Context: an optimization exercise on an open-source flow, tuned for small area and a short achievable clock period. The choices shown serve that exercise and are no tape-out recipe. Function was checked by simulation only, so behaviour that the tests miss may differ from the original. Power and IR drop assume default switching activity.

alpha:
==> flow/design.v (excerpt) <==
module port_sgdma #(
    parameter port_dma_pkg::port_t P_PORT = 4'd3
) (
    input  logic                i_clk,
    input  logic                i_rst_n,
    input  logic                i_locked,
    input  port_dma_pkg::data_t i_dat,
    input  logic                i_empty,
    output logic                o_rd_en,
    output port_dma_pkg::desc_t o_cb_din,
    output logic                o_cb_wr_en,
    input  logic                i_cb_full,
    output logic                o_mmu_wr_req,
    output port_dma_pkg::port_t o_sram_sel,
    output logic                o_mmu_wr_en,
    output port_dma_pkg::addr_t o_mmu_wr_addr,
    output port_dma_pkg::data_t o_mmu_wr_dat,
    output logic                o_mmu_wr_done,
    input  logic                i_mmu_wr_ready,
    input  logic                i_mmu_malloc_done,
    input  logic                i_fp_wr_en,
    input  port_dma_pkg::addr_t i_fp_wr_dat,
    output logic                o_aply_req,
    output port_dma_pkg::cnt_t  o_length
);
Size in the first run: roughly 4,600 flip-flops, about 150 I/O pins, ~0.16 mm² of cells after synthesis.
Settings: LEC_CHECK=0, CAP_MARGIN=20, CORE_MARGIN=2, CORE_UTILIZATION=55, CTS_CLUSTER_DIAMETER=80, CTS_CLUSTER_SIZE=25, SETUP_SLACK_MARGIN=2.8, SLEW_MARGIN=20, TNS_END_PERCENT=5; clock period 5.0 ns.
standard.sh (not shown) runs the stock make flow with config.mk's settings and CLKGATE_MAP_FILE= SYNTH_SCRIPT=/design/flow/synth_recipe.tcl, a recipe that flattens the netlist after the stock synthesis.
==> flow/flow/run.sh <==
#!/bin/bash
# Standard layout, with plain buf_4 cells as the port buffers that
# buffer_ports places on every input and output.
# Each tool's output is in orfs/logs; make's output is in standard.log.
export BUFFER_PORTS_ARGS="-buffer_cell sky130_fd_sc_hd__buf_4"
bash standard.sh > standard.log 2>&1
Both conditions hold for alpha: the flow ran to the end and the final layout passed the timing, DRC and antenna checks.
The inputs of beta differ from those of alpha as listed below.
--- a/flow/design.v
+++ b/flow/design.v
@@ -52,17 +52,17 @@
     localparam int AW     = port_dma_pkg::ADDR_W;
     localparam int PTR_W  = $clog2(DEPTH);
     localparam int IDX_W  = $clog2(port_dma_pkg::FP_INIT_ENTRIES);
     localparam int PAD_W  = AW - port_dma_pkg::PORT_W - IDX_W;
     localparam int WL_W   = PTR_W / 2;
     localparam int WH_W   = PTR_W - WL_W;
     localparam int NWL    = 1 << WL_W;
     localparam int NWH    = 1 << WH_W;
-    localparam int NBANK  = 4;
+    localparam int NBANK  = 8;
     localparam int BK_W   = $clog2(NBANK);
     localparam int ROWS   = DEPTH / NBANK;
     localparam int ROW_W  = $clog2(ROWS);
     logic                filling;
     logic                push;
     logic                pull;
     port_dma_pkg::addr_t push_dat;
     logic                full;
==> comparison <==
[beta vs alpha] number of logic stages on the critical path including buffering: lower in beta. In beta the implementation ran to completion but is not tape-out ready, as the final checks report slew limit. alpha reached the final stage; the timing, DRC and antenna checks on its layout passed. Die width up 6.1 µm in beta wrt alpha. In beta the logic gate share of total power turned out 0.6 points higher than in alpha. Flip-flop and latch count in beta is 132 above alpha. Adder-cell area share of the yosys netlist essentially unchanged between alpha and beta.

--- another note on this design; it stands on its own ---

Design port_sgdma, start of the top module:
module port_sgdma #(
    parameter port_dma_pkg::port_t P_PORT = 4'd3
) (
    input  logic                i_clk,
    input  logic                i_rst_n,
    input  logic                i_locked,
    input  port_dma_pkg::data_t i_dat,
    input  logic                i_empty,
    output logic                o_rd_en,
    output port_dma_pkg::desc_t o_cb_din,
    output logic                o_cb_wr_en,
    input  logic                i_cb_full,
    output logic                o_mmu_wr_req,
    output port_dma_pkg::port_t o_sram_sel,
    output logic                o_mmu_wr_en,
    output port_dma_pkg::addr_t o_mmu_wr_addr,
    output port_dma_pkg::data_t o_mmu_wr_dat,
    output logic                o_mmu_wr_done,
    input  logic                i_mmu_wr_ready,
    input  logic                i_mmu_malloc_done,
    input  logic                i_fp_wr_en,
    input  port_dma_pkg::addr_t i_fp_wr_dat,
    output logic                o_aply_req,
    output port_dma_pkg::cnt_t  o_length
);
For scale: about 4700 flip-flops, ~150 I/O pins, about 170000 um^2 of cells after synthesis.
Settings: LEC_CHECK=0, CAP_MARGIN=20, CORE_MARGIN=2, CORE_UTILIZATION=55, CTS_CLUSTER_DIAMETER=80, CTS_CLUSTER_SIZE=25, PLACE_DENSITY=0.7, SETUP_SLACK_MARGIN=2.6, SLEW_MARGIN=20, TNS_END_PERCENT=5; clock period 5.0 ns.
standard.sh (not shown) runs the stock make flow with config.mk's settings and CLKGATE_MAP_FILE= SYNTH_SCRIPT=/design/flow/synth_recipe.tcl, a recipe that flattens the netlist after the stock synthesis.
==> flow/flow/run.sh <==
#!/bin/bash
# Standard layout, with plain buf_4 cells as the port buffers that
# buffer_ports places on every input and output.
# Each tool's output is in orfs/logs; make's output is in standard.log.
export BUFFER_PORTS_ARGS="-buffer_cell sky130_fd_sc_hd__buf_4"
bash standard.sh > standard.log 2>&1
The baseline finished clean.
Then changed:
- PLACE_DENSITY: 0.7 -> not set
- TNS_END_PERCENT: 5 -> 2
Core utilization is about the same.
Area after synthesis is unchanged.
Global-route usage is higher by 0.95 points.
Design area barely changes.
Worst setup slack loses 0.022 ns.
Clock power stays flat.
Via count decreases by 0.70%.
Then changed:
- TNS_END_PERCENT: 2 -> 5
Effect: Die area does not change. Clock skew is higher by 0.0030 ns. Combinational power hardly moves. Clock power hardly moves.

## separate check: timing with driven ports
The results above use ideal ports. As a check the final layouts listed here were re-extracted and re-timed, cells and wires unchanged.
Step 1 assumes that a clkbuf_16 drives the clock port and a buf_2 every other input.
Step 2 moves the port delays by t, midway between the first and last clock arrival at a register: inputs arrive t later, outputs are due t later. That takes back most of the time a late clock gives input paths.
a / b / c = ideal ports / drivers / drivers and shift; a / b = the first two.
run | t, ns | slack for setup (ns) | worst hold slack (ns) | worst setup path at the end | worst register clock-pin slew, ns
alpha | 1.038 | 2.353 / 2.348 / 1.707 | 0.087 / 0.041 / 0.393 | input to register | 0.11 / 0.11
beta | 1.050 | 2.204 / 2.204 / 1.716 | 0.152 / 0.080 / 0.413 | input to register | 0.11 / 0.11
the first run of note 2 | 1.038 | 2.348 / 2.307 / 1.676 | 0.042 / -0.007 / 0.384 | input to register | 0.10 / 0.10
the second run of note 2 | 1.050 | 2.326 / 2.227 / 1.675 | 0.039 / 0.062 / 0.400 | input to register | 0.11 / 0.11
the third run of note 2 | 1.045 | 2.333 / 2.232 / 1.676 | 0.059 / 0.066 / 0.395 | input to register | 0.11 / 0.11
The setup slack of the first run of note 2, which loses most, moves by -0.041 ns with the drivers and by -0.672 ns with both steps.
